Context: an optimization exercise on an open-source flow, tuned for small area, a short achievable clock period and few clock cycles per item. The choices shown serve that exercise and are no tape-out recipe.
In this exercise RTL edits were held to simulation tests only and were not proved equivalent to the original.

## flow/design.v (module list and top-level ports; edited modules follow where they fit)
// module nemd_div: 54 lines
// module note_envelope_motor_drive: 814 lines
module note_envelope_motor_drive (
  input  logic        clk,
  input  logic        rst,
  input  logic        s_tvalid,
  output logic        s_tready,
  input  logic [63:0] s_tdata,
  input  logic        s_tuser,
  output logic        m_tvalid,
  input  logic        m_tready,
  output logic [7:0]  m_tdata,
  input  logic        psel,
  input  logic        penable,
  input  logic        pwrite,
  input  logic [3:0]  paddr,
  input  logic [31:0] pwdata,
  output logic [31:0] prdata,
  output logic        pready
);
  // ...
==> flow/run.sh <==
#!/bin/bash
# synth_recipe.tcl (not shown) runs the flow's synth.tcl, then flattens the netlist and writes it again
# the make line also repeats each setting of config.mk as NAME=value (left out here)
make -C /OpenROAD-flow-scripts/flow DESIGN_CONFIG=/design/flow/config.mk WORK_HOME=/design/flow/orfs CLKGATE_MAP_FILE= SYNTH_SCRIPT=/design/flow/synth_recipe.tcl finish
==> flow/config.mk <==
export PLATFORM = sky130hd
export DESIGN_NAME = note_envelope_motor_drive
export DESIGN_NICKNAME = note_envelope_motor_drive
export VERILOG_FILES = /design/flow/design.v
export SDC_FILE = /design/flow/constraint.sdc
export NUM_CORES = 4
export LEC_CHECK = 0
export ABC_AREA = 1
export CAP_MARGIN = 20
export CORE_MARGIN = 2
export CORE_UTILIZATION = 55
export SETUP_SLACK_MARGIN = 4.5
export SLEW_MARGIN = 20
==> flow/constraint.sdc <==
create_clock -name core_clock -period 10.0 [get_ports {clk}]
set_input_delay 2.0000 -clock core_clock [delete_from_list [all_inputs] [get_ports {clk}]]
set_output_delay 2.0000 -clock core_clock [all_outputs]
set_load 0.01 [all_outputs]
==> impl_metrics.csv, run 1 <==
group,metric,value,unit
status,status,"finished clean",
finish,post-route-util,62.4,%
synthesis,muxShareOfSynthArea,0.0177,%
critical_path,r2r-start,"p2_tempo[2]",
critical_path,critPathMaxFanout,10,
routing,wl_met1,151,mm
synthesis,netlist.top_cell.by_area,"dfxtp_1",
synthesis,synth_fa_ha_area_share,27.5,%
critical_path,crit_path_start,"p2_tempo[2]",
critical_path,critPathBufInv,19,
synthesis,synth_top_family_by_area,"adder cells",
finish,largest_reg_flops,232,
routing,vias,105000,
floorplanning,start_util,55.3,%
sta,rsz0062_at_grt,"yes",
finish,fill_cells,19900,
finish,syn_to_final_growth,12.7,%
finish,final_cell_mix,"nand2_1 (2820), inv_1 (2338), dfxtp_1 (1364)",
sta,setup_ws,4.51,ns
synthesis,ys_top_cells_by_count,"nand2_1 (2859), inv_1 (2431), dfxtp_1 (1458), ha_1 (1406), a21oi_1 (1061)",
finish,nets,18200,
synthesis,netlist.area_leader.share,22.9,%
critical_path,critical-path-top-delay-family,"buffers and inverters",
synthesis,synth_area,127000,um^2
finish,clk_share,4.46,%
critical_path,r2r_slack,4.51,ns
finish,seqCellArea,36300,um^2
grt,grt_max_degree,58,
routing,ant_nets,0,
grt,met2_usage,47.8,%
critical_path,start_kind,"flip-flop",
Testbench counts, summed over its fixed seeds: cycles 5,248, items 4,800.
==> module note_envelope_motor_drive, before the edit <==
module note_envelope_motor_drive (
  input  logic        clk,
  input  logic        rst,
  input  logic        s_tvalid,
  output logic        s_tready,
  input  logic [63:0] s_tdata,
  input  logic        s_tuser,
  output logic        m_tvalid,
  input  logic        m_tready,
  output logic [7:0]  m_tdata,
  input  logic        psel,
  input  logic        penable,
  input  logic        pwrite,
  input  logic [3:0]  paddr,
  input  logic [31:0] pwdata,
  output logic [31:0] prdata,
  output logic        pready
);
  localparam int DEPTH = 29;
  logic [15:0] attack_fraction;
  logic [8:0]  rise_gain;
  logic [8:0]  fall_gain;
  logic [15:0] level;
  logic [16:0] att_dec;
  logic [4:0]  be_rn, be_ro, be_rt, be_fn, be_fo, be_ft;
  wire [9:0] wa = 10'd256 - {1'b0, pwdata[8:0]};
  wire [10:0] wx = {wa, 1'b0};
  wire [4:0] wa_n, wa_o, wa_t;
  for (genvar j = 0; j < 5; j++) begin : g_benc
    assign wa_n[j] = wx[2*j+2];
    assign wa_o[j] = wx[2*j+1] ^ wx[2*j];
    assign wa_t[j] = (wx[2*j+2] & ~wx[2*j+1] & ~wx[2*j]) | (~wx[2*j+2] & wx[2*j+1] & wx[2*j]);
  end
  logic        s_tready_q;
  logic [4:0] inflight;
  logic [4:0] fcount;
  logic [4:0] wptr, rptr;
  logic [7:0]  fmem [DEPTH];
  logic        p1_v;
  logic        p1_kill;
  logic        p1_tz;
  logic        p1_dsat;
  logic [9:0] p1_x;
  logic [15:0] p1_el;
  logic [11:0] p1_tempo;
  logic [11:0] p1_rem;
  logic [15:0] p1_nq;
  logic        p2_v;
  logic        p2_kill;
  logic        p2_tz;
  logic        p2_dsat;
  logic [9:0] p2_x;
  logic [15:0] p2_el;
  logic [11:0] p2_tempo;
  logic [11:0] p2_rem;
  logic [15:0] p2_nq;
  logic        p3_v;
  logic        p3_kill;
  logic        p3_tz;
  logic        p3_dsat;
  logic [9:0] p3_x;
  logic [15:0] p3_el;
  logic [11:0] p3_tempo;
  logic [11:0] p3_rem;
  logic [15:0] p3_nq;
  logic        p4_v;
  logic        p4_kill;
  logic        p4_tz;
  logic        p4_dsat;
  logic [9:0] p4_x;
  logic [15:0] p4_el;
  logic [11:0] p4_tempo;
  logic [11:0] p4_rem;
  logic [15:0] p4_nq;
  logic        p5_v;
  logic        p5_kill;
  logic        p5_tz;
  logic        p5_dsat;
  logic [9:0] p5_x;
  logic [15:0] p5_el;
  logic [11:0] p5_tempo;
  logic [11:0] p5_rem;
  logic [15:0] p5_nq;
  logic        p6_v;
  logic        p6_kill;
  logic        p6_tz;
  logic        p6_dsat;
  logic [9:0] p6_x;
  logic [15:0] p6_el;
  logic [11:0] p6_tempo;
  logic [11:0] p6_rem;
  logic [15:0] p6_nq;
  logic        p7_v;
  logic        p7_kill;
  logic        p7_tz;
  logic        p7_pfull;
  logic [9:0] p7_x;
  logic [15:0] p7_dur;
  logic [15:0] p7_rem;
  logic [15:0] p7_nq;
  logic        p8_v;
  logic        p8_kill;
  logic        p8_tz;
  logic        p8_pfull;
  logic [9:0] p8_x;
  logic [15:0] p8_dur;
  logic [15:0] p8_rem;
  logic [15:0] p8_nq;
  logic        p9_v;
  logic        p9_kill;
  logic        p9_tz;
  logic        p9_pfull;
  logic [9:0] p9_x;
  logic [15:0] p9_dur;
  logic [15:0] p9_rem;
  logic [15:0] p9_nq;
  logic        p10_v;
  logic        p10_kill;
  logic        p10_tz;
  logic        p10_pfull;
  logic [9:0] p10_x;
  logic [15:0] p10_dur;
  logic [15:0] p10_rem;
  logic [15:0] p10_nq;
  logic        p11_v;
  logic        p11_kill;
  logic        p11_tz;
  logic        p11_pfull;
  logic [9:0] p11_x;
  logic [15:0] p11_dur;
  logic [15:0] p11_rem;
  logic [15:0] p11_nq;
  logic        p12_v;
  logic        p12_kill;
  logic        p12_tz;
  logic        p12_pfull;
  logic [9:0] p12_x;
  logic [15:0] p12_dur;
  logic [15:0] p12_rem;
  logic [15:0] p12_nq;
  logic        p13_v;
  logic        p13_kill;
  logic        p13_tz;
  logic        p13_pfull;
  logic [9:0] p13_x;
  logic [15:0] p13_dur;
  logic [15:0] p13_rem;
  logic [15:0] p13_nq;
  logic        p14_v;
  logic        p14_kill;
  logic        p14_tz;
  logic        p14_att;
  logic [9:0] p14_x;
  logic [16:0] p14_pd;
  logic        p15_v;
  logic        p15_kill;
  logic        p15_tz;
  logic        p15_att;
  logic [9:0] p15_x;
  logic [15:0] p15_rem;
  logic [15:0] p15_nq;
  logic        p16_v;
  logic        p16_kill;
  logic        p16_tz;
  logic        p16_att;
  logic [9:0] p16_x;
  logic [15:0] p16_rem;
  logic [15:0] p16_nq;
  logic        p17_v;
  logic        p17_kill;
  logic        p17_tz;
  logic        p17_att;
  logic [9:0] p17_x;
  logic [15:0] p17_rem;
  logic [15:0] p17_nq;
  logic        p18_v;
  logic        p18_kill;
  logic        p18_tz;
  logic        p18_att;
  logic [9:0] p18_x;
  logic [15:0] p18_rem;
  logic [15:0] p18_nq;
  logic        p19_v;
  logic        p19_kill;
  logic        p19_tz;
  logic        p19_att;
  logic [9:0] p19_x;
  logic [15:0] p19_rem;
  logic [15:0] p19_nq;
  logic        p20_v;
  logic        p20_kill;
  logic        p20_tz;
  logic        p20_att;
  logic [9:0] p20_x;
  logic [15:0] p20_rem;
  logic [15:0] p20_nq;
  logic        p21_v;
  logic        p21_kill;
  logic        p21_tz;
  logic        p21_att;
  logic [15:0] p21_rem;
  logic [15:0] p21_nq;
  logic [16:0] p21_pitch;
  logic        p22_v;
  logic        p22_kill;
  logic        p22_tz;
  logic        p22_att;
  logic [15:0] p22_rem;
  logic [15:0] p22_nq;
  logic [14:0] p22_sm;
  logic        p23_v;
  logic        p23_kill;
  logic        p23_tz;
  logic        p23_att;
  logic [23:0] p23_s255;
  logic [15:0] p23_op;
  logic        p24_v;
  logic        p24_kill;
  logic        p24_tz;
  logic [32:0] p24_x;
  logic [7:0] p24_oh;
  logic [23:0] p24_s255;
  logic        p25_v;
  logic        p25_kill;
  logic [15:0] p25_tg;
  logic        p26_v;
  logic        p26_kill;
  logic [15:0] p26_tg;
  logic [26:0] p26_pr;
  logic [26:0] p26_pf;
  assign pready = 1'b1;
  always_comb begin
    case (paddr[3:2])
      REG_ATTACK: prdata = {16'd0, attack_fraction};
      REG_RISE:   prdata = {23'd0, rise_gain};
      REG_FALL:   prdata = {23'd0, fall_gain};
      default:    prdata = 32'd0;
    endcase
  end
  always_ff @(posedge clk) begin
    if (rst) begin
      attack_fraction <= ATTACK_RESET;
      rise_gain       <= RISE_RESET;
      fall_gain       <= FALL_RESET;
      att_dec         <= ONE_Q16 - {1'b0, ATTACK_RESET};
      be_rn <= 5'd2; be_ro <= 5'd15; be_rt <= 5'd0;
      be_fn <= 5'd14; be_fo <= 5'd24; be_ft <= 5'd2;
    end else if (psel && penable && pwrite) begin
      case (paddr[3:2])
        REG_ATTACK: begin attack_fraction <= pwdata[15:0]; att_dec <= ONE_Q16 - {1'b0, pwdata[15:0]}; end
        REG_RISE:   begin rise_gain <= pwdata[8:0]; be_rn <= wa_n; be_ro <= wa_o; be_rt <= wa_t; end
        REG_FALL:   begin fall_gain <= pwdata[8:0]; be_fn <= wa_n; be_fo <= wa_o; be_ft <= wa_t; end
        default:    ;
      endcase
    end
  end
  wire [11:0] i_freq  = s_tdata[13:2];
  wire [15:0] i_len   = s_tdata[29:14];
  wire [15:0] i_el    = s_tdata[45:30];
  wire [11:0] i_tempo = s_tdata[57:46];
  wire i_kill = (s_tuser == ACT_OFF) | ~s_tdata[0];
  wire i_tz = ~s_tdata[1] | (i_freq < REST_BELOW) | (i_tempo == 12'd0) |
              ((i_len[15:4] == 12'd0) && ({i_len[3:0], 8'd0} < i_tempo));
  wire i_dsat = ({4'd0, i_len[15:8]} >= i_tempo);
  wire [11:0] i_fm = i_freq - PITCH_LOW;
  wire [9:0] i_x = (i_freq <= PITCH_LOW) ? 10'd0 : (i_freq >= PITCH_HIGH) ? 10'd740 : i_fm[9:0];
  wire i_v = s_tvalid & s_tready_q;
  wire [15:0] ia_nqi = {i_len[7:0], 8'd0};
  wire [12:0] ia_t0 = {{4'd0, i_len[15:8]}, ia_nqi[15]};
  wire [13:0] ia_d0 = {1'd0, ia_t0} - {2'd0, i_tempo};
  wire ia_f0 = ~ia_d0[13];
  wire [11:0] ia_r0 = ia_f0 ? ia_d0[11:0] : ia_t0[11:0];
  wire [15:0] ia_n0 = {ia_nqi[14:0], ia_f0};
  always_ff @(posedge clk) p1_v <= rst ? 1'b0 : i_v;
  always_ff @(posedge clk) p1_kill <= i_kill;
  always_ff @(posedge clk) p1_tz <= i_tz;
  always_ff @(posedge clk) p1_dsat <= i_dsat;
  always_ff @(posedge clk) p1_x <= i_x;
  always_ff @(posedge clk) p1_el <= i_el;
  always_ff @(posedge clk) p1_tempo <= i_tempo;
  always_ff @(posedge clk) p1_rem <= ia_r0;
  always_ff @(posedge clk) p1_nq <= ia_n0;
  wire [12:0] s1_t0 = {p1_rem, p1_nq[15]};
  wire [13:0] s1_d0 = {1'd0, s1_t0} - {2'd0, p1_tempo};
  wire s1_f0 = ~s1_d0[13];
  wire [11:0] s1_r0 = s1_f0 ? s1_d0[11:0] : s1_t0[11:0];
  wire [15:0] s1_n0 = {p1_nq[14:0], s1_f0};
  wire [12:0] s1_t1 = {s1_r0, s1_n0[15]};
  wire [13:0] s1_d1 = {1'd0, s1_t1} - {2'd0, p1_tempo};
  wire s1_f1 = ~s1_d1[13];
  wire [11:0] s1_r1 = s1_f1 ? s1_d1[11:0] : s1_t1[11:0];
  wire [15:0] s1_n1 = {s1_n0[14:0], s1_f1};
  wire [12:0] s1_t2 = {s1_r1, s1_n1[15]};
  wire [13:0] s1_d2 = {1'd0, s1_t2} - {2'd0, p1_tempo};
  wire s1_f2 = ~s1_d2[13];
  wire [11:0] s1_r2 = s1_f2 ? s1_d2[11:0] : s1_t2[11:0];
  wire [15:0] s1_n2 = {s1_n1[14:0], s1_f2};
  always_ff @(posedge clk) p2_v <= rst ? 1'b0 : p1_v;
  always_ff @(posedge clk) p2_kill <= p1_kill;
  always_ff @(posedge clk) p2_tz <= p1_tz;
  always_ff @(posedge clk) p2_dsat <= p1_dsat;
  always_ff @(posedge clk) p2_x <= p1_x;
  always_ff @(posedge clk) p2_el <= p1_el;
  always_ff @(posedge clk) p2_tempo <= p1_tempo;
  always_ff @(posedge clk) p2_rem <= s1_r2;
  always_ff @(posedge clk) p2_nq <= s1_n2;
  wire [12:0] s2_t0 = {p2_rem, p2_nq[15]};
  wire [13:0] s2_d0 = {1'd0, s2_t0} - {2'd0, p2_tempo};
  wire s2_f0 = ~s2_d0[13];
  wire [11:0] s2_r0 = s2_f0 ? s2_d0[11:0] : s2_t0[11:0];
  wire [15:0] s2_n0 = {p2_nq[14:0], s2_f0};
  wire [12:0] s2_t1 = {s2_r0, s2_n0[15]};
  wire [13:0] s2_d1 = {1'd0, s2_t1} - {2'd0, p2_tempo};
  wire s2_f1 = ~s2_d1[13];
  wire [11:0] s2_r1 = s2_f1 ? s2_d1[11:0] : s2_t1[11:0];
  wire [15:0] s2_n1 = {s2_n0[14:0], s2_f1};
  wire [12:0] s2_t2 = {s2_r1, s2_n1[15]};
  wire [13:0] s2_d2 = {1'd0, s2_t2} - {2'd0, p2_tempo};
  wire s2_f2 = ~s2_d2[13];
  wire [11:0] s2_r2 = s2_f2 ? s2_d2[11:0] : s2_t2[11:0];
  wire [15:0] s2_n2 = {s2_n1[14:0], s2_f2};
  always_ff @(posedge clk) p3_v <= rst ? 1'b0 : p2_v;
  always_ff @(posedge clk) p3_kill <= p2_kill;
  always_ff @(posedge clk) p3_tz <= p2_tz;
  always_ff @(posedge clk) p3_dsat <= p2_dsat;
  always_ff @(posedge clk) p3_x <= p2_x;
  always_ff @(posedge clk) p3_el <= p2_el;
  always_ff @(posedge clk) p3_tempo <= p2_tempo;
  always_ff @(posedge clk) p3_rem <= s2_r2;
  always_ff @(posedge clk) p3_nq <= s2_n2;
  wire [12:0] s3_t0 = {p3_rem, p3_nq[15]};
  wire [13:0] s3_d0 = {1'd0, s3_t0} - {2'd0, p3_tempo};
  wire s3_f0 = ~s3_d0[13];
  wire [11:0] s3_r0 = s3_f0 ? s3_d0[11:0] : s3_t0[11:0];
  wire [15:0] s3_n0 = {p3_nq[14:0], s3_f0};
  wire [12:0] s3_t1 = {s3_r0, s3_n0[15]};
  wire [13:0] s3_d1 = {1'd0, s3_t1} - {2'd0, p3_tempo};
  wire s3_f1 = ~s3_d1[13];
  wire [11:0] s3_r1 = s3_f1 ? s3_d1[11:0] : s3_t1[11:0];
  wire [15:0] s3_n1 = {s3_n0[14:0], s3_f1};
  wire [12:0] s3_t2 = {s3_r1, s3_n1[15]};
  wire [13:0] s3_d2 = {1'd0, s3_t2} - {2'd0, p3_tempo};
  wire s3_f2 = ~s3_d2[13];
  wire [11:0] s3_r2 = s3_f2 ? s3_d2[11:0] : s3_t2[11:0];
  wire [15:0] s3_n2 = {s3_n1[14:0], s3_f2};
  always_ff @(posedge clk) p4_v <= rst ? 1'b0 : p3_v;
  always_ff @(posedge clk) p4_kill <= p3_kill;
  always_ff @(posedge clk) p4_tz <= p3_tz;
  always_ff @(posedge clk) p4_dsat <= p3_dsat;
  always_ff @(posedge clk) p4_x <= p3_x;
  always_ff @(posedge clk) p4_el <= p3_el;
  always_ff @(posedge clk) p4_tempo <= p3_tempo;
  always_ff @(posedge clk) p4_rem <= s3_r2;
  always_ff @(posedge clk) p4_nq <= s3_n2;
  wire [12:0] s4_t0 = {p4_rem, p4_nq[15]};
  wire [13:0] s4_d0 = {1'd0, s4_t0} - {2'd0, p4_tempo};
  wire s4_f0 = ~s4_d0[13];
  wire [11:0] s4_r0 = s4_f0 ? s4_d0[11:0] : s4_t0[11:0];
  wire [15:0] s4_n0 = {p4_nq[14:0], s4_f0};
  wire [12:0] s4_t1 = {s4_r0, s4_n0[15]};
  wire [13:0] s4_d1 = {1'd0, s4_t1} - {2'd0, p4_tempo};
  wire s4_f1 = ~s4_d1[13];
  wire [11:0] s4_r1 = s4_f1 ? s4_d1[11:0] : s4_t1[11:0];
  wire [15:0] s4_n1 = {s4_n0[14:0], s4_f1};
  wire [12:0] s4_t2 = {s4_r1, s4_n1[15]};
  wire [13:0] s4_d2 = {1'd0, s4_t2} - {2'd0, p4_tempo};
  wire s4_f2 = ~s4_d2[13];
  wire [11:0] s4_r2 = s4_f2 ? s4_d2[11:0] : s4_t2[11:0];
  wire [15:0] s4_n2 = {s4_n1[14:0], s4_f2};
  always_ff @(posedge clk) p5_v <= rst ? 1'b0 : p4_v;
  always_ff @(posedge clk) p5_kill <= p4_kill;
  always_ff @(posedge clk) p5_tz <= p4_tz;
  always_ff @(posedge clk) p5_dsat <= p4_dsat;
  always_ff @(posedge clk) p5_x <= p4_x;
  always_ff @(posedge clk) p5_el <= p4_el;
  always_ff @(posedge clk) p5_tempo <= p4_tempo;
  always_ff @(posedge clk) p5_rem <= s4_r2;
  always_ff @(posedge clk) p5_nq <= s4_n2;
  wire [12:0] s5_t0 = {p5_rem, p5_nq[15]};
  wire [13:0] s5_d0 = {1'd0, s5_t0} - {2'd0, p5_tempo};
  wire s5_f0 = ~s5_d0[13];
  wire [11:0] s5_r0 = s5_f0 ? s5_d0[11:0] : s5_t0[11:0];
  wire [15:0] s5_n0 = {p5_nq[14:0], s5_f0};
  wire [12:0] s5_t1 = {s5_r0, s5_n0[15]};
  wire [13:0] s5_d1 = {1'd0, s5_t1} - {2'd0, p5_tempo};
  wire s5_f1 = ~s5_d1[13];
  wire [11:0] s5_r1 = s5_f1 ? s5_d1[11:0] : s5_t1[11:0];
  wire [15:0] s5_n1 = {s5_n0[14:0], s5_f1};
  wire [12:0] s5_t2 = {s5_r1, s5_n1[15]};
  wire [13:0] s5_d2 = {1'd0, s5_t2} - {2'd0, p5_tempo};
  wire s5_f2 = ~s5_d2[13];
  wire [11:0] s5_r2 = s5_f2 ? s5_d2[11:0] : s5_t2[11:0];
  wire [15:0] s5_n2 = {s5_n1[14:0], s5_f2};
  always_ff @(posedge clk) p6_v <= rst ? 1'b0 : p5_v;
  always_ff @(posedge clk) p6_kill <= p5_kill;
  always_ff @(posedge clk) p6_tz <= p5_tz;
  always_ff @(posedge clk) p6_dsat <= p5_dsat;
  always_ff @(posedge clk) p6_x <= p5_x;
  always_ff @(posedge clk) p6_el <= p5_el;
  always_ff @(posedge clk) p6_tempo <= p5_tempo;
  always_ff @(posedge clk) p6_rem <= s5_r2;
  always_ff @(posedge clk) p6_nq <= s5_n2;
  wire [15:0] s6_dur = p6_dsat ? DUR_MAX : p6_nq;
  wire s6_pfull = (p6_el >= s6_dur);
  wire [15:0] s6_nqi = 16'd0;
  wire [16:0] s6_t0 = {p6_el, s6_nqi[15]};
  wire [17:0] s6_d0 = {1'd0, s6_t0} - {2'd0, s6_dur};
  wire s6_f0 = ~s6_d0[17];
  wire [15:0] s6_r0 = s6_f0 ? s6_d0[15:0] : s6_t0[15:0];
  wire [15:0] s6_n0 = {s6_nqi[14:0], s6_f0};
  wire [16:0] s6_t1 = {s6_r0, s6_n0[15]};
  wire [17:0] s6_d1 = {1'd0, s6_t1} - {2'd0, s6_dur};
  wire s6_f1 = ~s6_d1[17];
  wire [15:0] s6_r1 = s6_f1 ? s6_d1[15:0] : s6_t1[15:0];
  wire [15:0] s6_n1 = {s6_n0[14:0], s6_f1};
  always_ff @(posedge clk) p7_v <= rst ? 1'b0 : p6_v;
  always_ff @(posedge clk) p7_kill <= p6_kill;
  always_ff @(posedge clk) p7_tz <= p6_tz;
  always_ff @(posedge clk) p7_pfull <= s6_pfull;
  always_ff @(posedge clk) p7_x <= p6_x;
  always_ff @(posedge clk) p7_dur <= s6_dur;
  always_ff @(posedge clk) p7_rem <= s6_r1;
  always_ff @(posedge clk) p7_nq <= s6_n1;
  wire [16:0] s7_t0 = {p7_rem, p7_nq[15]};
  wire [17:0] s7_d0 = {1'd0, s7_t0} - {2'd0, p7_dur};
  wire s7_f0 = ~s7_d0[17];
  wire [15:0] s7_r0 = s7_f0 ? s7_d0[15:0] : s7_t0[15:0];
  wire [15:0] s7_n0 = {p7_nq[14:0], s7_f0};
  wire [16:0] s7_t1 = {s7_r0, s7_n0[15]};
  wire [17:0] s7_d1 = {1'd0, s7_t1} - {2'd0, p7_dur};
  wire s7_f1 = ~s7_d1[17];
  wire [15:0] s7_r1 = s7_f1 ? s7_d1[15:0] : s7_t1[15:0];
  wire [15:0] s7_n1 = {s7_n0[14:0], s7_f1};
  always_ff @(posedge clk) p8_v <= rst ? 1'b0 : p7_v;
  always_ff @(posedge clk) p8_kill <= p7_kill;
  always_ff @(posedge clk) p8_tz <= p7_tz;
  always_ff @(posedge clk) p8_pfull <= p7_pfull;
  always_ff @(posedge clk) p8_x <= p7_x;
  always_ff @(posedge clk) p8_dur <= p7_dur;
  always_ff @(posedge clk) p8_rem <= s7_r1;
  always_ff @(posedge clk) p8_nq <= s7_n1;
  wire [16:0] s8_t0 = {p8_rem, p8_nq[15]};
  wire [17:0] s8_d0 = {1'd0, s8_t0} - {2'd0, p8_dur};
  wire s8_f0 = ~s8_d0[17];
  wire [15:0] s8_r0 = s8_f0 ? s8_d0[15:0] : s8_t0[15:0];
  wire [15:0] s8_n0 = {p8_nq[14:0], s8_f0};
  wire [16:0] s8_t1 = {s8_r0, s8_n0[15]};
  wire [17:0] s8_d1 = {1'd0, s8_t1} - {2'd0, p8_dur};
  wire s8_f1 = ~s8_d1[17];
  wire [15:0] s8_r1 = s8_f1 ? s8_d1[15:0] : s8_t1[15:0];
  wire [15:0] s8_n1 = {s8_n0[14:0], s8_f1};
  always_ff @(posedge clk) p9_v <= rst ? 1'b0 : p8_v;
  always_ff @(posedge clk) p9_kill <= p8_kill;
  always_ff @(posedge clk) p9_tz <= p8_tz;
  always_ff @(posedge clk) p9_pfull <= p8_pfull;
  always_ff @(posedge clk) p9_x <= p8_x;
  always_ff @(posedge clk) p9_dur <= p8_dur;
  always_ff @(posedge clk) p9_rem <= s8_r1;
  always_ff @(posedge clk) p9_nq <= s8_n1;
  wire [16:0] s9_t0 = {p9_rem, p9_nq[15]};
  wire [17:0] s9_d0 = {1'd0, s9_t0} - {2'd0, p9_dur};
  wire s9_f0 = ~s9_d0[17];
  wire [15:0] s9_r0 = s9_f0 ? s9_d0[15:0] : s9_t0[15:0];
  wire [15:0] s9_n0 = {p9_nq[14:0], s9_f0};
  wire [16:0] s9_t1 = {s9_r0, s9_n0[15]};
  wire [17:0] s9_d1 = {1'd0, s9_t1} - {2'd0, p9_dur};
  wire s9_f1 = ~s9_d1[17];
  wire [15:0] s9_r1 = s9_f1 ? s9_d1[15:0] : s9_t1[15:0];
  wire [15:0] s9_n1 = {s9_n0[14:0], s9_f1};
  always_ff @(posedge clk) p10_v <= rst ? 1'b0 : p9_v;
  always_ff @(posedge clk) p10_kill <= p9_kill;
  always_ff @(posedge clk) p10_tz <= p9_tz;
  always_ff @(posedge clk) p10_pfull <= p9_pfull;
  always_ff @(posedge clk) p10_x <= p9_x;
  always_ff @(posedge clk) p10_dur <= p9_dur;
  always_ff @(posedge clk) p10_rem <= s9_r1;
  always_ff @(posedge clk) p10_nq <= s9_n1;
  wire [16:0] s10_t0 = {p10_rem, p10_nq[15]};
  wire [17:0] s10_d0 = {1'd0, s10_t0} - {2'd0, p10_dur};
  wire s10_f0 = ~s10_d0[17];
  wire [15:0] s10_r0 = s10_f0 ? s10_d0[15:0] : s10_t0[15:0];
  wire [15:0] s10_n0 = {p10_nq[14:0], s10_f0};
  wire [16:0] s10_t1 = {s10_r0, s10_n0[15]};
  wire [17:0] s10_d1 = {1'd0, s10_t1} - {2'd0, p10_dur};
  wire s10_f1 = ~s10_d1[17];
  wire [15:0] s10_r1 = s10_f1 ? s10_d1[15:0] : s10_t1[15:0];
  wire [15:0] s10_n1 = {s10_n0[14:0], s10_f1};
  always_ff @(posedge clk) p11_v <= rst ? 1'b0 : p10_v;
  always_ff @(posedge clk) p11_kill <= p10_kill;
  always_ff @(posedge clk) p11_tz <= p10_tz;
  always_ff @(posedge clk) p11_pfull <= p10_pfull;
  always_ff @(posedge clk) p11_x <= p10_x;
  always_ff @(posedge clk) p11_dur <= p10_dur;
  always_ff @(posedge clk) p11_rem <= s10_r1;
  always_ff @(posedge clk) p11_nq <= s10_n1;
  wire [16:0] s11_t0 = {p11_rem, p11_nq[15]};
  wire [17:0] s11_d0 = {1'd0, s11_t0} - {2'd0, p11_dur};
  wire s11_f0 = ~s11_d0[17];
  wire [15:0] s11_r0 = s11_f0 ? s11_d0[15:0] : s11_t0[15:0];
  wire [15:0] s11_n0 = {p11_nq[14:0], s11_f0};
  wire [16:0] s11_t1 = {s11_r0, s11_n0[15]};
  wire [17:0] s11_d1 = {1'd0, s11_t1} - {2'd0, p11_dur};
  wire s11_f1 = ~s11_d1[17];
  wire [15:0] s11_r1 = s11_f1 ? s11_d1[15:0] : s11_t1[15:0];
  wire [15:0] s11_n1 = {s11_n0[14:0], s11_f1};
  always_ff @(posedge clk) p12_v <= rst ? 1'b0 : p11_v;
  always_ff @(posedge clk) p12_kill <= p11_kill;
  always_ff @(posedge clk) p12_tz <= p11_tz;
  always_ff @(posedge clk) p12_pfull <= p11_pfull;
  always_ff @(posedge clk) p12_x <= p11_x;
  always_ff @(posedge clk) p12_dur <= p11_dur;
  always_ff @(posedge clk) p12_rem <= s11_r1;
  always_ff @(posedge clk) p12_nq <= s11_n1;
  wire [16:0] s12_t0 = {p12_rem, p12_nq[15]};
  wire [17:0] s12_d0 = {1'd0, s12_t0} - {2'd0, p12_dur};
  wire s12_f0 = ~s12_d0[17];
  wire [15:0] s12_r0 = s12_f0 ? s12_d0[15:0] : s12_t0[15:0];
  wire [15:0] s12_n0 = {p12_nq[14:0], s12_f0};
  wire [16:0] s12_t1 = {s12_r0, s12_n0[15]};
  wire [17:0] s12_d1 = {1'd0, s12_t1} - {2'd0, p12_dur};
  wire s12_f1 = ~s12_d1[17];
  wire [15:0] s12_r1 = s12_f1 ? s12_d1[15:0] : s12_t1[15:0];
  wire [15:0] s12_n1 = {s12_n0[14:0], s12_f1};
  always_ff @(posedge clk) p13_v <= rst ? 1'b0 : p12_v;
  always_ff @(posedge clk) p13_kill <= p12_kill;
  always_ff @(posedge clk) p13_tz <= p12_tz;
  always_ff @(posedge clk) p13_pfull <= p12_pfull;
  always_ff @(posedge clk) p13_x <= p12_x;
  always_ff @(posedge clk) p13_dur <= p12_dur;
  always_ff @(posedge clk) p13_rem <= s12_r1;
  always_ff @(posedge clk) p13_nq <= s12_n1;
  wire [16:0] s13_t0 = {p13_rem, p13_nq[15]};
  wire [17:0] s13_d0 = {1'd0, s13_t0} - {2'd0, p13_dur};
  wire s13_f0 = ~s13_d0[17];
  wire [15:0] s13_r0 = s13_f0 ? s13_d0[15:0] : s13_t0[15:0];
  wire [15:0] s13_n0 = {p13_nq[14:0], s13_f0};
  wire [16:0] s13_t1 = {s13_r0, s13_n0[15]};
  wire [17:0] s13_d1 = {1'd0, s13_t1} - {2'd0, p13_dur};
  wire s13_f1 = ~s13_d1[17];
  wire [15:0] s13_r1 = s13_f1 ? s13_d1[15:0] : s13_t1[15:0];
  wire [15:0] s13_n1 = {s13_n0[14:0], s13_f1};
  wire [16:0] s13_phase = p13_pfull ? ONE_Q16 : {1'b0, s13_n1};
  wire s13_att = (attack_fraction != 16'd0) && (s13_phase < {1'b0, attack_fraction});
  wire [16:0] s13_dd = s13_phase - {1'b0, attack_fraction};
  wire [16:0] s13_pdv = s13_att ? s13_phase : s13_dd;
  always_ff @(posedge clk) p14_v <= rst ? 1'b0 : p13_v;
  always_ff @(posedge clk) p14_kill <= p13_kill;
  always_ff @(posedge clk) p14_tz <= p13_tz;
  always_ff @(posedge clk) p14_att <= s13_att;
  always_ff @(posedge clk) p14_x <= p13_x;
  always_ff @(posedge clk) p14_pd <= s13_pdv;
  wire [31:0] s14_num = {15'd0, p14_pd} * 32'd22938;
  wire [15:0] s14_rem = p14_att ? p14_pd[15:0] : s14_num[31:16];
  wire [15:0] s14_nq = p14_att ? 16'd0 : s14_num[15:0];
  wire [16:0] s14_div = p14_att ? div_att : div_dec;
  always_ff @(posedge clk) p15_v <= rst ? 1'b0 : p14_v;
  always_ff @(posedge clk) p15_kill <= p14_kill;
  always_ff @(posedge clk) p15_tz <= p14_tz;
  always_ff @(posedge clk) p15_att <= p14_att;
  always_ff @(posedge clk) p15_x <= p14_x;
  always_ff @(posedge clk) p15_rem <= s14_rem;
  always_ff @(posedge clk) p15_nq <= s14_nq;
  wire [16:0] div_att = {1'b0, attack_fraction};
  wire [16:0] div_dec = att_dec;
  wire [16:0] s15_div = p15_att ? div_att : div_dec;
  wire [16:0] s15_t0 = {p15_rem, p15_nq[15]};
  wire [17:0] s15_d0 = {1'd0, s15_t0} - {1'd0, s15_div};
  wire s15_f0 = ~s15_d0[17];
  wire [15:0] s15_r0 = s15_f0 ? s15_d0[15:0] : s15_t0[15:0];
  wire [15:0] s15_n0 = {p15_nq[14:0], s15_f0};
  wire [16:0] s15_t1 = {s15_r0, s15_n0[15]};
  wire [17:0] s15_d1 = {1'd0, s15_t1} - {1'd0, s15_div};
  wire s15_f1 = ~s15_d1[17];
  wire [15:0] s15_r1 = s15_f1 ? s15_d1[15:0] : s15_t1[15:0];
  wire [15:0] s15_n1 = {s15_n0[14:0], s15_f1};
  always_ff @(posedge clk) p16_v <= rst ? 1'b0 : p15_v;
  always_ff @(posedge clk) p16_kill <= p15_kill;
  always_ff @(posedge clk) p16_tz <= p15_tz;
  always_ff @(posedge clk) p16_att <= p15_att;
  always_ff @(posedge clk) p16_x <= p15_x;
  always_ff @(posedge clk) p16_rem <= s15_r1;
  always_ff @(posedge clk) p16_nq <= s15_n1;
  wire [16:0] s16_div = p16_att ? div_att : div_dec;
  wire [16:0] s16_t0 = {p16_rem, p16_nq[15]};
  wire [17:0] s16_d0 = {1'd0, s16_t0} - {1'd0, s16_div};
  wire s16_f0 = ~s16_d0[17];
  wire [15:0] s16_r0 = s16_f0 ? s16_d0[15:0] : s16_t0[15:0];
  wire [15:0] s16_n0 = {p16_nq[14:0], s16_f0};
  wire [16:0] s16_t1 = {s16_r0, s16_n0[15]};
  wire [17:0] s16_d1 = {1'd0, s16_t1} - {1'd0, s16_div};
  wire s16_f1 = ~s16_d1[17];
  wire [15:0] s16_r1 = s16_f1 ? s16_d1[15:0] : s16_t1[15:0];
  wire [15:0] s16_n1 = {s16_n0[14:0], s16_f1};
  always_ff @(posedge clk) p17_v <= rst ? 1'b0 : p16_v;
  always_ff @(posedge clk) p17_kill <= p16_kill;
  always_ff @(posedge clk) p17_tz <= p16_tz;
  always_ff @(posedge clk) p17_att <= p16_att;
  always_ff @(posedge clk) p17_x <= p16_x;
  always_ff @(posedge clk) p17_rem <= s16_r1;
  always_ff @(posedge clk) p17_nq <= s16_n1;
  wire [16:0] s17_div = p17_att ? div_att : div_dec;
  wire [16:0] s17_t0 = {p17_rem, p17_nq[15]};
  wire [17:0] s17_d0 = {1'd0, s17_t0} - {1'd0, s17_div};
  wire s17_f0 = ~s17_d0[17];
  wire [15:0] s17_r0 = s17_f0 ? s17_d0[15:0] : s17_t0[15:0];
  wire [15:0] s17_n0 = {p17_nq[14:0], s17_f0};
  wire [16:0] s17_t1 = {s17_r0, s17_n0[15]};
  wire [17:0] s17_d1 = {1'd0, s17_t1} - {1'd0, s17_div};
  wire s17_f1 = ~s17_d1[17];
  wire [15:0] s17_r1 = s17_f1 ? s17_d1[15:0] : s17_t1[15:0];
  wire [15:0] s17_n1 = {s17_n0[14:0], s17_f1};
  always_ff @(posedge clk) p18_v <= rst ? 1'b0 : p17_v;
  always_ff @(posedge clk) p18_kill <= p17_kill;
  always_ff @(posedge clk) p18_tz <= p17_tz;
  always_ff @(posedge clk) p18_att <= p17_att;
  always_ff @(posedge clk) p18_x <= p17_x;
  always_ff @(posedge clk) p18_rem <= s17_r1;
  always_ff @(posedge clk) p18_nq <= s17_n1;
  wire [16:0] s18_div = p18_att ? div_att : div_dec;
  wire [16:0] s18_t0 = {p18_rem, p18_nq[15]};
  wire [17:0] s18_d0 = {1'd0, s18_t0} - {1'd0, s18_div};
  wire s18_f0 = ~s18_d0[17];
  wire [15:0] s18_r0 = s18_f0 ? s18_d0[15:0] : s18_t0[15:0];
  wire [15:0] s18_n0 = {p18_nq[14:0], s18_f0};
  wire [16:0] s18_t1 = {s18_r0, s18_n0[15]};
  wire [17:0] s18_d1 = {1'd0, s18_t1} - {1'd0, s18_div};
  wire s18_f1 = ~s18_d1[17];
  wire [15:0] s18_r1 = s18_f1 ? s18_d1[15:0] : s18_t1[15:0];
  wire [15:0] s18_n1 = {s18_n0[14:0], s18_f1};
  always_ff @(posedge clk) p19_v <= rst ? 1'b0 : p18_v;
  always_ff @(posedge clk) p19_kill <= p18_kill;
  always_ff @(posedge clk) p19_tz <= p18_tz;
  always_ff @(posedge clk) p19_att <= p18_att;
  always_ff @(posedge clk) p19_x <= p18_x;
  always_ff @(posedge clk) p19_rem <= s18_r1;
  always_ff @(posedge clk) p19_nq <= s18_n1;
  wire [16:0] s19_div = p19_att ? div_att : div_dec;
  wire [16:0] s19_t0 = {p19_rem, p19_nq[15]};
  wire [17:0] s19_d0 = {1'd0, s19_t0} - {1'd0, s19_div};
  wire s19_f0 = ~s19_d0[17];
  wire [15:0] s19_r0 = s19_f0 ? s19_d0[15:0] : s19_t0[15:0];
  wire [15:0] s19_n0 = {p19_nq[14:0], s19_f0};
  wire [16:0] s19_t1 = {s19_r0, s19_n0[15]};
  wire [17:0] s19_d1 = {1'd0, s19_t1} - {1'd0, s19_div};
  wire s19_f1 = ~s19_d1[17];
  wire [15:0] s19_r1 = s19_f1 ? s19_d1[15:0] : s19_t1[15:0];
  wire [15:0] s19_n1 = {s19_n0[14:0], s19_f1};
  always_ff @(posedge clk) p20_v <= rst ? 1'b0 : p19_v;
  always_ff @(posedge clk) p20_kill <= p19_kill;
  always_ff @(posedge clk) p20_tz <= p19_tz;
  always_ff @(posedge clk) p20_att <= p19_att;
  always_ff @(posedge clk) p20_x <= p19_x;
  always_ff @(posedge clk) p20_rem <= s19_r1;
  always_ff @(posedge clk) p20_nq <= s19_n1;
  wire [16:0] s20_div = p20_att ? div_att : div_dec;
  wire [16:0] s20_t0 = {p20_rem, p20_nq[15]};
  wire [17:0] s20_d0 = {1'd0, s20_t0} - {1'd0, s20_div};
  wire s20_f0 = ~s20_d0[17];
  wire [15:0] s20_r0 = s20_f0 ? s20_d0[15:0] : s20_t0[15:0];
  wire [15:0] s20_n0 = {p20_nq[14:0], s20_f0};
  wire [16:0] s20_t1 = {s20_r0, s20_n0[15]};
  wire [17:0] s20_d1 = {1'd0, s20_t1} - {1'd0, s20_div};
  wire s20_f1 = ~s20_d1[17];
  wire [15:0] s20_r1 = s20_f1 ? s20_d1[15:0] : s20_t1[15:0];
  wire [15:0] s20_n1 = {s20_n0[14:0], s20_f1};
  wire [31:0] s20_pm = {22'd0, p20_x} * 32'd2902005;
  always_ff @(posedge clk) p21_v <= rst ? 1'b0 : p20_v;
  always_ff @(posedge clk) p21_kill <= p20_kill;
  always_ff @(posedge clk) p21_tz <= p20_tz;
  always_ff @(posedge clk) p21_att <= p20_att;
  always_ff @(posedge clk) p21_rem <= s20_r1;
  always_ff @(posedge clk) p21_nq <= s20_n1;
  always_ff @(posedge clk) p21_pitch <= s20_pm[31:15];
  wire [16:0] s21_div = p21_att ? div_att : div_dec;
  wire [16:0] s21_t0 = {p21_rem, p21_nq[15]};
  wire [17:0] s21_d0 = {1'd0, s21_t0} - {1'd0, s21_div};
  wire s21_f0 = ~s21_d0[17];
  wire [15:0] s21_r0 = s21_f0 ? s21_d0[15:0] : s21_t0[15:0];
  wire [15:0] s21_n0 = {p21_nq[14:0], s21_f0};
  wire [16:0] s21_t1 = {s21_r0, s21_n0[15]};
  wire [17:0] s21_d1 = {1'd0, s21_t1} - {1'd0, s21_div};
  wire s21_f1 = ~s21_d1[17];
  wire [15:0] s21_r1 = s21_f1 ? s21_d1[15:0] : s21_t1[15:0];
  wire [15:0] s21_n1 = {s21_n0[14:0], s21_f1};
  wire [31:0] s21_sm = {15'd0, p21_pitch} * 32'd22938;
  always_ff @(posedge clk) p22_v <= rst ? 1'b0 : p21_v;
  always_ff @(posedge clk) p22_kill <= p21_kill;
  always_ff @(posedge clk) p22_tz <= p21_tz;
  always_ff @(posedge clk) p22_att <= p21_att;
  always_ff @(posedge clk) p22_rem <= s21_r1;
  always_ff @(posedge clk) p22_nq <= s21_n1;
  always_ff @(posedge clk) p22_sm <= s21_sm[30:16];
  wire [16:0] s22_div = p22_att ? div_att : div_dec;
  wire [16:0] s22_t0 = {p22_rem, p22_nq[15]};
  wire [17:0] s22_d0 = {1'd0, s22_t0} - {1'd0, s22_div};
  wire s22_f0 = ~s22_d0[17];
  wire [15:0] s22_r0 = s22_f0 ? s22_d0[15:0] : s22_t0[15:0];
  wire [15:0] s22_n0 = {p22_nq[14:0], s22_f0};
  wire [16:0] s22_t1 = {s22_r0, s22_n0[15]};
  wire [17:0] s22_d1 = {1'd0, s22_t1} - {1'd0, s22_div};
  wire s22_f1 = ~s22_d1[17];
  wire [15:0] s22_r1 = s22_f1 ? s22_d1[15:0] : s22_t1[15:0];
  wire [15:0] s22_n1 = {s22_n0[14:0], s22_f1};
  wire [23:0] s22_s255 = 24'd10862490 + {1'b0, p22_sm, 8'd0} - {9'd0, p22_sm};
  wire [15:0] s22_op = p22_att ? s22_n1 : ~s22_n1;
  always_ff @(posedge clk) p23_v <= rst ? 1'b0 : p22_v;
  always_ff @(posedge clk) p23_kill <= p22_kill;
  always_ff @(posedge clk) p23_tz <= p22_tz;
  always_ff @(posedge clk) p23_att <= p22_att;
  always_ff @(posedge clk) p23_s255 <= s22_s255;
  always_ff @(posedge clk) p23_op <= s22_op;
  wire [15:0] s23_op = p23_op;
  wire [23:0] s23_ad = p23_att ? 24'd0 : p23_s255;
  wire [32:0] s23_x_ye = {9'd0, p23_s255};
  wire [32:0] s23_x = ({33{s23_op[7:0][0]}} & (s23_x_ye << 0)) + ({33{s23_op[7:0][1]}} & (s23_x_ye << 1)) + ({33{s23_op[7:0][2]}} & (s23_x_ye << 2)) + ({33{s23_op[7:0][3]}} & (s23_x_ye << 3)) + ({33{s23_op[7:0][4]}} & (s23_x_ye << 4)) + ({33{s23_op[7:0][5]}} & (s23_x_ye << 5)) + ({33{s23_op[7:0][6]}} & (s23_x_ye << 6)) + ({33{s23_op[7:0][7]}} & (s23_x_ye << 7)) + {9'd0, s23_ad};
  always_ff @(posedge clk) p24_v <= rst ? 1'b0 : p23_v;
  always_ff @(posedge clk) p24_kill <= p23_kill;
  always_ff @(posedge clk) p24_tz <= p23_tz;
  always_ff @(posedge clk) p24_x <= s23_x;
  always_ff @(posedge clk) p24_oh <= s23_op[15:8];
  always_ff @(posedge clk) p24_s255 <= p23_s255;
  wire [39:0] s24_sc_ye = {16'd0, p24_s255};
  wire [39:0] s24_sc = ({40{p24_oh[0]}} & (s24_sc_ye << 8)) + ({40{p24_oh[1]}} & (s24_sc_ye << 9)) + ({40{p24_oh[2]}} & (s24_sc_ye << 10)) + ({40{p24_oh[3]}} & (s24_sc_ye << 11)) + ({40{p24_oh[4]}} & (s24_sc_ye << 12)) + ({40{p24_oh[5]}} & (s24_sc_ye << 13)) + ({40{p24_oh[6]}} & (s24_sc_ye << 14)) + ({40{p24_oh[7]}} & (s24_sc_ye << 15)) + {7'd0, p24_x};
  wire [15:0] s24_tg = p24_tz ? 16'd0 : s24_sc[39:24];
  always_ff @(posedge clk) p25_v <= rst ? 1'b0 : p24_v;
  always_ff @(posedge clk) p25_kill <= p24_kill;
  always_ff @(posedge clk) p25_tg <= s24_tg;
  wire [26:0] grm0 = be_ro[0] ? {11'd0, p25_tg} : be_rt[0] ? {10'd0, p25_tg, 1'b0} : 27'd0;
  wire [26:0] grr0 = (~be_rn[0] ? ~grm0 : grm0) << 0;
  wire [26:0] grm1 = be_ro[1] ? {11'd0, p25_tg} : be_rt[1] ? {10'd0, p25_tg, 1'b0} : 27'd0;
  wire [26:0] grr1 = (~be_rn[1] ? ~grm1 : grm1) << 2;
  wire [26:0] grm2 = be_ro[2] ? {11'd0, p25_tg} : be_rt[2] ? {10'd0, p25_tg, 1'b0} : 27'd0;
  wire [26:0] grr2 = (~be_rn[2] ? ~grm2 : grm2) << 4;
  wire [26:0] grm3 = be_ro[3] ? {11'd0, p25_tg} : be_rt[3] ? {10'd0, p25_tg, 1'b0} : 27'd0;
  wire [26:0] grr3 = (~be_rn[3] ? ~grm3 : grm3) << 6;
  wire [26:0] grm4 = be_ro[4] ? {11'd0, p25_tg} : be_rt[4] ? {10'd0, p25_tg, 1'b0} : 27'd0;
  wire [26:0] grr4 = (~be_rn[4] ? ~grm4 : grm4) << 8;
  wire [26:0] s25_pr = {3'd0, p25_tg, 8'd0} + grr0 + grr1 + grr2 + grr3 + grr4 + 27'd341;
  wire [26:0] gfm0 = be_fo[0] ? {11'd0, p25_tg} : be_ft[0] ? {10'd0, p25_tg, 1'b0} : 27'd0;
  wire [26:0] gfr0 = (~be_fn[0] ? ~gfm0 : gfm0) << 0;
  wire [26:0] gfm1 = be_fo[1] ? {11'd0, p25_tg} : be_ft[1] ? {10'd0, p25_tg, 1'b0} : 27'd0;
  wire [26:0] gfr1 = (~be_fn[1] ? ~gfm1 : gfm1) << 2;
  wire [26:0] gfm2 = be_fo[2] ? {11'd0, p25_tg} : be_ft[2] ? {10'd0, p25_tg, 1'b0} : 27'd0;
  wire [26:0] gfr2 = (~be_fn[2] ? ~gfm2 : gfm2) << 4;
  wire [26:0] gfm3 = be_fo[3] ? {11'd0, p25_tg} : be_ft[3] ? {10'd0, p25_tg, 1'b0} : 27'd0;
  wire [26:0] gfr3 = (~be_fn[3] ? ~gfm3 : gfm3) << 6;
  wire [26:0] gfm4 = be_fo[4] ? {11'd0, p25_tg} : be_ft[4] ? {10'd0, p25_tg, 1'b0} : 27'd0;
  wire [26:0] gfr4 = (~be_fn[4] ? ~gfm4 : gfm4) << 8;
  wire [26:0] s25_pf = {3'd0, p25_tg, 8'd0} + gfr0 + gfr1 + gfr2 + gfr3 + gfr4 + 27'd596;
  always_ff @(posedge clk) p26_v <= rst ? 1'b0 : p25_v;
  always_ff @(posedge clk) p26_kill <= p25_kill;
  always_ff @(posedge clk) p26_tg <= p25_tg;
  always_ff @(posedge clk) p26_pr <= s25_pr;
  always_ff @(posedge clk) p26_pf <= s25_pf;
  wire rising = (p26_tg > level);
  wire [26:0] lrm0 = be_ro[0] ? {11'd0, level} : be_rt[0] ? {10'd0, level, 1'b0} : 27'd0;
  wire [26:0] lrr0 = (be_rn[0] ? ~lrm0 : lrm0) << 0;
  wire [26:0] lrm1 = be_ro[1] ? {11'd0, level} : be_rt[1] ? {10'd0, level, 1'b0} : 27'd0;
  wire [26:0] lrr1 = (be_rn[1] ? ~lrm1 : lrm1) << 2;
  wire [26:0] lrm2 = be_ro[2] ? {11'd0, level} : be_rt[2] ? {10'd0, level, 1'b0} : 27'd0;
  wire [26:0] lrr2 = (be_rn[2] ? ~lrm2 : lrm2) << 4;
  wire [26:0] lrm3 = be_ro[3] ? {11'd0, level} : be_rt[3] ? {10'd0, level, 1'b0} : 27'd0;
  wire [26:0] lrr3 = (be_rn[3] ? ~lrm3 : lrm3) << 6;
  wire [26:0] lrm4 = be_ro[4] ? {11'd0, level} : be_rt[4] ? {10'd0, level, 1'b0} : 27'd0;
  wire [26:0] lrr4 = (be_rn[4] ? ~lrm4 : lrm4) << 8;
  wire [26:0] s_r = lrr0 + lrr1 + lrr2 + lrr3 + lrr4 + p26_pr;
  wire [26:0] lfm0 = be_fo[0] ? {11'd0, level} : be_ft[0] ? {10'd0, level, 1'b0} : 27'd0;
  wire [26:0] lfr0 = (be_fn[0] ? ~lfm0 : lfm0) << 0;
  wire [26:0] lfm1 = be_fo[1] ? {11'd0, level} : be_ft[1] ? {10'd0, level, 1'b0} : 27'd0;
  wire [26:0] lfr1 = (be_fn[1] ? ~lfm1 : lfm1) << 2;
  wire [26:0] lfm2 = be_fo[2] ? {11'd0, level} : be_ft[2] ? {10'd0, level, 1'b0} : 27'd0;
  wire [26:0] lfr2 = (be_fn[2] ? ~lfm2 : lfm2) << 4;
  wire [26:0] lfm3 = be_fo[3] ? {11'd0, level} : be_ft[3] ? {10'd0, level, 1'b0} : 27'd0;
  wire [26:0] lfr3 = (be_fn[3] ? ~lfm3 : lfm3) << 6;
  wire [26:0] lfm4 = be_fo[4] ? {11'd0, level} : be_ft[4] ? {10'd0, level, 1'b0} : 27'd0;
  wire [26:0] lfr4 = (be_fn[4] ? ~lfm4 : lfm4) << 8;
  wire [26:0] s_f = lfr0 + lfr1 + lfr2 + lfr3 + lfr4 + p26_pf;
  wire [18:0] q_r = s_r[26:8];
  wire [18:0] q_f = s_f[26:8];
  wire [15:0] n_r = (q_r[17:8] == 10'd0) ? 16'd0 : (q_r[17:16] != 2'd0) ? 16'hFFFF : q_r[15:0];
  wire [15:0] n_f = (q_f[18] | (q_f[17:8] == 10'd0)) ? 16'd0 : q_f[15:0];
  wire [15:0] lvl_next = p26_kill ? 16'd0 : rising ? n_r : n_f;
  wire res_v = p26_v;
  always_ff @(posedge clk) begin
    if (rst) level <= 16'd0;
    else if (res_v) level <= lvl_next;
  end
  wire take = m_tvalid & m_tready;
  logic fifo_we;
  always_ff @(posedge clk) fifo_we <= rst ? 1'b0 : res_v;
  wire [7:0] fifo_wd = level[15:8];
  wire [4:0] inflight_next = inflight + {4'd0, i_v} - {4'd0, take};
  always_ff @(posedge clk) begin
    if (rst) begin
      inflight   <= 5'd0;
      s_tready_q <= 1'b1;
      fcount     <= 5'd0;
      wptr       <= 5'd0;
      rptr       <= 5'd0;
    end else begin
      inflight   <= inflight_next;
      s_tready_q <= (inflight_next < 5'd29);
      fcount     <= fcount + {4'd0, fifo_we} - {4'd0, take};
      if (fifo_we) wptr <= (wptr == 5'd28) ? 5'd0 : wptr + 5'd1;
      if (take) rptr <= (rptr == 5'd28) ? 5'd0 : rptr + 5'd1;
    end
  end
  always_ff @(posedge clk) begin
    if (fifo_we) fmem[wptr] <= fifo_wd;
  end
  assign s_tready = s_tready_q;
  assign m_tvalid = (fcount != 5'd0);
  assign m_tdata  = fmem[rptr];
endmodule
==> run 2, diff against run 1 <==
--- a/flow/design.v
+++ b/flow/design.v
@@ -112,9 +112,10 @@
   logic [16:0] att_dec;
   logic [4:0]  be_rn, be_ro, be_rt, be_fn, be_fo, be_ft;
+  logic [4:0]  bh_rp1, bh_rp2, bh_rm1, bh_rm2, bh_fp1, bh_fp2, bh_fm1, bh_fm2;
   wire [9:0] wa = 10'd256 - {1'b0, pwdata[8:0]};
   wire [10:0] wx = {wa, 1'b0};
   wire [4:0] wa_n, wa_o, wa_t;
   for (genvar j = 0; j < 5; j++) begin : g_benc
-    assign wa_n[j] = wx[2*j+2];
+    assign wa_n[j] = wx[2*j+2] & (wa_o[j] | wa_t[j]);
     assign wa_o[j] = wx[2*j+1] ^ wx[2*j];
     assign wa_t[j] = (wx[2*j+2] & ~wx[2*j+1] & ~wx[2*j]) | (~wx[2*j+2] & wx[2*j+1] & wx[2*j]);
@@ -318,12 +319,14 @@
   logic [26:0] p26_pf;
   assign pready = 1'b1;
-  always_comb begin
+  logic [31:0] prdata_q;
+  always_ff @(posedge clk) begin
     case (paddr[3:2])
-      REG_ATTACK: prdata = {16'd0, attack_fraction};
-      REG_RISE:   prdata = {23'd0, rise_gain};
-      REG_FALL:   prdata = {23'd0, fall_gain};
-      default:    prdata = 32'd0;
+      REG_ATTACK: prdata_q <= {16'd0, attack_fraction};
+      REG_RISE:   prdata_q <= {23'd0, rise_gain};
+      REG_FALL:   prdata_q <= {23'd0, fall_gain};
+      default:    prdata_q <= 32'd0;
     endcase
   end
+  assign prdata = prdata_q;
   always_ff @(posedge clk) begin
     if (rst) begin
@@ -332,11 +335,13 @@
       fall_gain       <= FALL_RESET;
       att_dec         <= ONE_Q16 - {1'b0, ATTACK_RESET};
+      bh_rp1 <= 5'd13; bh_rp2 <= 5'd0; bh_rm1 <= 5'd2; bh_rm2 <= 5'd0;
+      bh_fp1 <= 5'd16; bh_fp2 <= 5'd0; bh_fm1 <= 5'd8; bh_fm2 <= 5'd2;
       be_rn <= 5'd2; be_ro <= 5'd15; be_rt <= 5'd0;
-      be_fn <= 5'd14; be_fo <= 5'd24; be_ft <= 5'd2;
+      be_fn <= 5'd10; be_fo <= 5'd24; be_ft <= 5'd2;
     end else if (psel && penable && pwrite) begin
       case (paddr[3:2])
         REG_ATTACK: begin attack_fraction <= pwdata[15:0]; att_dec <= ONE_Q16 - {1'b0, pwdata[15:0]}; end
-        REG_RISE:   begin rise_gain <= pwdata[8:0]; be_rn <= wa_n; be_ro <= wa_o; be_rt <= wa_t; end
-        REG_FALL:   begin fall_gain <= pwdata[8:0]; be_fn <= wa_n; be_fo <= wa_o; be_ft <= wa_t; end
+        REG_RISE:   begin rise_gain <= pwdata[8:0]; be_rn <= wa_n; be_ro <= wa_o; be_rt <= wa_t; bh_rp1 <= wa_o & ~wa_n; bh_rp2 <= wa_t & ~wa_n; bh_rm1 <= wa_o & wa_n; bh_rm2 <= wa_t & wa_n; end
+        REG_FALL:   begin fall_gain <= pwdata[8:0]; be_fn <= wa_n; be_fo <= wa_o; be_ft <= wa_t; bh_fp1 <= wa_o & ~wa_n; bh_fp2 <= wa_t & ~wa_n; bh_fm1 <= wa_o & wa_n; bh_fm2 <= wa_t & wa_n; end
         default:    ;
       endcase
@@ -842,25 +847,35 @@
   always_ff @(posedge clk) p26_pf <= s25_pf;
   wire rising = (p26_tg > level);
-  wire [26:0] lrm0 = be_ro[0] ? {11'd0, level} : be_rt[0] ? {10'd0, level, 1'b0} : 27'd0;
-  wire [26:0] lrr0 = (be_rn[0] ? ~lrm0 : lrm0) << 0;
-  wire [26:0] lrm1 = be_ro[1] ? {11'd0, level} : be_rt[1] ? {10'd0, level, 1'b0} : 27'd0;
-  wire [26:0] lrr1 = (be_rn[1] ? ~lrm1 : lrm1) << 2;
-  wire [26:0] lrm2 = be_ro[2] ? {11'd0, level} : be_rt[2] ? {10'd0, level, 1'b0} : 27'd0;
-  wire [26:0] lrr2 = (be_rn[2] ? ~lrm2 : lrm2) << 4;
-  wire [26:0] lrm3 = be_ro[3] ? {11'd0, level} : be_rt[3] ? {10'd0, level, 1'b0} : 27'd0;
-  wire [26:0] lrr3 = (be_rn[3] ? ~lrm3 : lrm3) << 6;
-  wire [26:0] lrm4 = be_ro[4] ? {11'd0, level} : be_rt[4] ? {10'd0, level, 1'b0} : 27'd0;
-  wire [26:0] lrr4 = (be_rn[4] ? ~lrm4 : lrm4) << 8;
+  wire [16:0] lrf0 = ({17{bh_rp1[0]}} & {1'b0, level}) | ({17{bh_rp2[0]}} & {level, 1'b0}) |
+                      ({17{bh_rm1[0]}} & ~{1'b0, level}) | ({17{bh_rm2[0]}} & ~{level, 1'b0});
+  wire [26:0] lrr0 = {{10{bh_rm1[0] | bh_rm2[0]}}, lrf0} << 0;
+  wire [16:0] lrf1 = ({17{bh_rp1[1]}} & {1'b0, level}) | ({17{bh_rp2[1]}} & {level, 1'b0}) |
+                      ({17{bh_rm1[1]}} & ~{1'b0, level}) | ({17{bh_rm2[1]}} & ~{level, 1'b0});
+  wire [26:0] lrr1 = {{10{bh_rm1[1] | bh_rm2[1]}}, lrf1} << 2;
+  wire [16:0] lrf2 = ({17{bh_rp1[2]}} & {1'b0, level}) | ({17{bh_rp2[2]}} & {level, 1'b0}) |
+                      ({17{bh_rm1[2]}} & ~{1'b0, level}) | ({17{bh_rm2[2]}} & ~{level, 1'b0});
+  wire [26:0] lrr2 = {{10{bh_rm1[2] | bh_rm2[2]}}, lrf2} << 4;
+  wire [16:0] lrf3 = ({17{bh_rp1[3]}} & {1'b0, level}) | ({17{bh_rp2[3]}} & {level, 1'b0}) |
+                      ({17{bh_rm1[3]}} & ~{1'b0, level}) | ({17{bh_rm2[3]}} & ~{level, 1'b0});
+  wire [26:0] lrr3 = {{10{bh_rm1[3] | bh_rm2[3]}}, lrf3} << 6;
+  wire [16:0] lrf4 = ({17{bh_rp1[4]}} & {1'b0, level}) | ({17{bh_rp2[4]}} & {level, 1'b0}) |
+                      ({17{bh_rm1[4]}} & ~{1'b0, level}) | ({17{bh_rm2[4]}} & ~{level, 1'b0});
+  wire [26:0] lrr4 = {{10{bh_rm1[4] | bh_rm2[4]}}, lrf4} << 8;
   wire [26:0] s_r = lrr0 + lrr1 + lrr2 + lrr3 + lrr4 + p26_pr;
-  wire [26:0] lfm0 = be_fo[0] ? {11'd0, level} : be_ft[0] ? {10'd0, level, 1'b0} : 27'd0;
-  wire [26:0] lfr0 = (be_fn[0] ? ~lfm0 : lfm0) << 0;
-  wire [26:0] lfm1 = be_fo[1] ? {11'd0, level} : be_ft[1] ? {10'd0, level, 1'b0} : 27'd0;
-  wire [26:0] lfr1 = (be_fn[1] ? ~lfm1 : lfm1) << 2;
-  wire [26:0] lfm2 = be_fo[2] ? {11'd0, level} : be_ft[2] ? {10'd0, level, 1'b0} : 27'd0;
-  wire [26:0] lfr2 = (be_fn[2] ? ~lfm2 : lfm2) << 4;
-  wire [26:0] lfm3 = be_fo[3] ? {11'd0, level} : be_ft[3] ? {10'd0, level, 1'b0} : 27'd0;
-  wire [26:0] lfr3 = (be_fn[3] ? ~lfm3 : lfm3) << 6;
-  wire [26:0] lfm4 = be_fo[4] ? {11'd0, level} : be_ft[4] ? {10'd0, level, 1'b0} : 27'd0;
-  wire [26:0] lfr4 = (be_fn[4] ? ~lfm4 : lfm4) << 8;
+  wire [16:0] lff0 = ({17{bh_fp1[0]}} & {1'b0, level}) | ({17{bh_fp2[0]}} & {level, 1'b0}) |
+                      ({17{bh_fm1[0]}} & ~{1'b0, level}) | ({17{bh_fm2[0]}} & ~{level, 1'b0});
+  wire [26:0] lfr0 = {{10{bh_fm1[0] | bh_fm2[0]}}, lff0} << 0;
+  wire [16:0] lff1 = ({17{bh_fp1[1]}} & {1'b0, level}) | ({17{bh_fp2[1]}} & {level, 1'b0}) |
+                      ({17{bh_fm1[1]}} & ~{1'b0, level}) | ({17{bh_fm2[1]}} & ~{level, 1'b0});
+  wire [26:0] lfr1 = {{10{bh_fm1[1] | bh_fm2[1]}}, lff1} << 2;
+  wire [16:0] lff2 = ({17{bh_fp1[2]}} & {1'b0, level}) | ({17{bh_fp2[2]}} & {level, 1'b0}) |
+                      ({17{bh_fm1[2]}} & ~{1'b0, level}) | ({17{bh_fm2[2]}} & ~{level, 1'b0});
+  wire [26:0] lfr2 = {{10{bh_fm1[2] | bh_fm2[2]}}, lff2} << 4;
+  wire [16:0] lff3 = ({17{bh_fp1[3]}} & {1'b0, level}) | ({17{bh_fp2[3]}} & {level, 1'b0}) |
+                      ({17{bh_fm1[3]}} & ~{1'b0, level}) | ({17{bh_fm2[3]}} & ~{level, 1'b0});
+  wire [26:0] lfr3 = {{10{bh_fm1[3] | bh_fm2[3]}}, lff3} << 6;
+  wire [16:0] lff4 = ({17{bh_fp1[4]}} & {1'b0, level}) | ({17{bh_fp2[4]}} & {level, 1'b0}) |
+                      ({17{bh_fm1[4]}} & ~{1'b0, level}) | ({17{bh_fm2[4]}} & ~{level, 1'b0});
+  wire [26:0] lfr4 = {{10{bh_fm1[4] | bh_fm2[4]}}, lff4} << 8;
   wire [26:0] s_f = lfr0 + lfr1 + lfr2 + lfr3 + lfr4 + p26_pf;
   wire [18:0] q_r = s_r[26:8];
@@ -898,6 +913,14 @@
   end
   assign s_tready = s_tready_q;
-  assign m_tvalid = (fcount != 5'd0);
-  assign m_tdata  = fmem[rptr];
+  logic        m_tvalid_q;
+  logic [7:0]  m_tdata_q;
+  wire [4:0] fcount_next = fcount + {4'd0, fifo_we} - {4'd0, take};
+  wire [4:0] rptr_next = take ? ((rptr == 5'd28) ? 5'd0 : rptr + 5'd1) : rptr;
+  always_ff @(posedge clk) begin
+    m_tvalid_q <= rst ? 1'b0 : (fcount_next != 5'd0);
+    m_tdata_q  <= (fifo_we && (rptr_next == wptr)) ? fifo_wd : fmem[rptr_next];
+  end
+  assign m_tvalid = m_tvalid_q;
+  assign m_tdata  = m_tdata_q;
 endmodule
 `default_nettype wire
--- a/flow/config.mk
+++ b/flow/config.mk
@@ -10,4 +10,4 @@
 export CORE_MARGIN = 2
 export CORE_UTILIZATION = 55
-export SETUP_SLACK_MARGIN = 4.5
+export SETUP_SLACK_MARGIN = 5
 export SLEW_MARGIN = 20
==> impl_metrics.csv, run 2 <==
group,metric,value,unit
cts,cts_tree,"done",
critical_path,endpoint_kind,"flip-flop",
routing,routed_via_density,5.61,
synthesis,ys_top_cells_by_count,"nand2_1 (2871), inv_1 (2534), dfxtp_1 (1513), ha_1 (1405), a21oi_1 (1205)",
grt,grt_pass1_wl,589,mm
cts,cts-root-buf,"clkbuf_16",
critical_path,slowest_stage,"dfxtp_2",
sta,setup_violations,0,
sta,period_needed,5.41,ns
routing,ant_nets,0,
finish,syn_to_final_growth,18.9,%
critical_path,worstPathRequired,10.72,ns
finish,nets,19000,
cts,cts.sinks,1745,
finish,largest_reg_flops,232,
grt,grt_overflow,0,
finish,reg_top3,"fmem: 232 flops, p26_pf: 27 flops, p26_pr: 26 flops",
synthesis,synth_area,130000,um^2
placement,place_ws,3.13,ns
synthesis,synthTopCellsByArea,"dfxtp_1 (23%), ha_1 (14%), fa_1 (13%)",
critical_path,critical_path_class,"flip-flop to flip-flop",
grt,grt_max_degree,81,
placement,io_buffers,109,
synthesis,yosysMostFrequentCell,"nand2_1",
placement,hpwl,276,mm
placement,gp_routability_congestion,0.937,
synthesis,netlist.top_cell.by_area,"dfxtp_1",
finish,final_cell_mix,"nand2_1 (2665), inv_1 (2363), dfxtp_1 (1308)",
cts,cts_max_level,4,
cts,clk_pin_slew_worst_paths,0.06,ns
finish,layout-drive-gt1-share,16.2,%
synthesis,ys_types,87,
min_path,hp-class,"flip-flop to flip-flop",
routing,vias,112000,
grt,grt_antenna_before_repair,16,
floorplanning,die_w,490,um
critical_path,critPathMaxStageDelay,0.36,ns
routing,drc,0,
finish,multiInputGateArea,87000,um^2
routing,first_iter_violations,8571,
floorplanning,fp-row-count,178,
sta,tightest_slew,1.32,ns
sta,fin_crit_sh,54.1,%
sta,finClkSkew,0.101,ns
finish,top_register,"fmem",
routing,wl_per_cell,19.4,um
finish,fin_cells,20000,
finish,fill_cells,19500,
critical_path,critPathMaxFanout,8,
sta,rsz0062_at_grt,"yes",
synthesis,yosysSeqAreaShare,28.7,%
floorplanning,io_pins,151,
finish,final_common_cell,"nand2_1",
floorplanning,start_util,55.3,%
synthesis,synthFlopType,"dfxtp_1",
synthesis,ys_async_sr_fraction,0,%
sta,slew_violations,0,
finish,seqCellArea,37800,um^2
sta,setup_tns,0,ns
sta,slew-limit-headroom,11.7,%
sta,setup_ws,4.59,ns
synthesis,yosysWarnings,1,
status,status,"finished clean",
synthesis,netlist.area_leader.share,23.3,%
synthesis,synth_cells,16000,
critical_path,start_kind,"flip-flop",
finish,post-route-util,65.7,%
synthesis,avgSynthCellArea,8.11,um^2
[run 2: cell type report]
type,count,share of cell area (%)
diodes,12,0.0194
clock buffers,217,3.24
clock inverters,139,1.16
inverters,2600,6.75
multi-input cells,11200,56.3
flip-flops and latches,1745,24.4
well taps,3150,2.55
repair buffers,861,5.21
repair inverters,71,0.348
[run 2: metal layers]
layer | global-route usage [%] | vias up | share of wire [%]
li1 | - | 53600 | -
met1 | 40.2 | 53200 | 42
met2 | 49.6 | 4055 | 46
met3 | 4.14 | 1054 | 6.7
met4 | 14.2 | 2 | 5.0
met5 | 0 | - | 0.0047
[run 2: per-stage QoR]
stage,area (um^2),hold WS [ns]
4_1_cts,147000,0.263
2_1_floorplan,130000,0.310
3_3_place_gp,133000,0.310
6_report,155000,0.261
3_5_place_dp,133000,0.312
5_1_grt,155000,0.267
[run 2: cells by family after synthesis]
family / count (synthesis) / synth area share (%)
flops: 1745 / 28.7
xor+xnor: 861 / 5.80
compound gates: 3423 / 14.9
fa+ha+maj: 2273 / 26.9
simple gates: 4585 / 14.5
other cells: 2 / 0.00578
mux: 3 / 0.0241
buf+inv: 3134 / 9.29
[run 2: worst max-delay path: cells and delay by family, from the launching register on]
kind            cells  cell delay (ns)
flops               1             0.36
buf+inv             6             0.61
compound gates     10             1.43
fa+ha+maj           3             0.82
simple gates       17             1.98
[run 2: worst paths after layout]
path | start | endpoint | slack (ns) | cells after the start
setup reg to reg | p3_tempo[2] | p4_rem[10] | 4.59 | 36
hold / removal | p23_op[11] | p24_oh[3] | 0.26 | 0
hold reg to reg | p23_op[11] | p24_oh[3] | 0.26 | 0
setup / recovery | p3_tempo[2] | p4_rem[10] | 4.59 | 36
[run 2: what timing repair did]
item                        CTS  global route
hold endpoints to repair      0             0
setup endpoints to repair   375           396
cloned                       76            23
gates resized for setup    1034          1201
pin swaps                   153           404
setup buffers               304           341
Testbench counts of run 2, summed over its fixed seeds: cycles 5,248, items 4,800.

[port drivers added, routing unchanged]
In the flow no input, the clock included, has a driving cell. The finished layouts below were timed again as built, in two steps. Step 1, drivers: a clkbuf_16 drives clk and a buf_2 each remaining input, both assumed. Step 2 times the ports against the registers' clock, not the clock port: input delays grow and output delays shrink by t, the midpoint of the rising clock arrivals with the driver on. Three values: no drivers, after step 1, after step 2; two values: the first two.
| run | t (ns) | setup slack, ns |
|---|---|---|
| run 1 | 0.929 | 4.506 / 4.506 / 4.506 |
| run 2 | 0.947 | 4.592 / 4.592 / 4.101 |
After both steps every run listed still meets setup and hold.
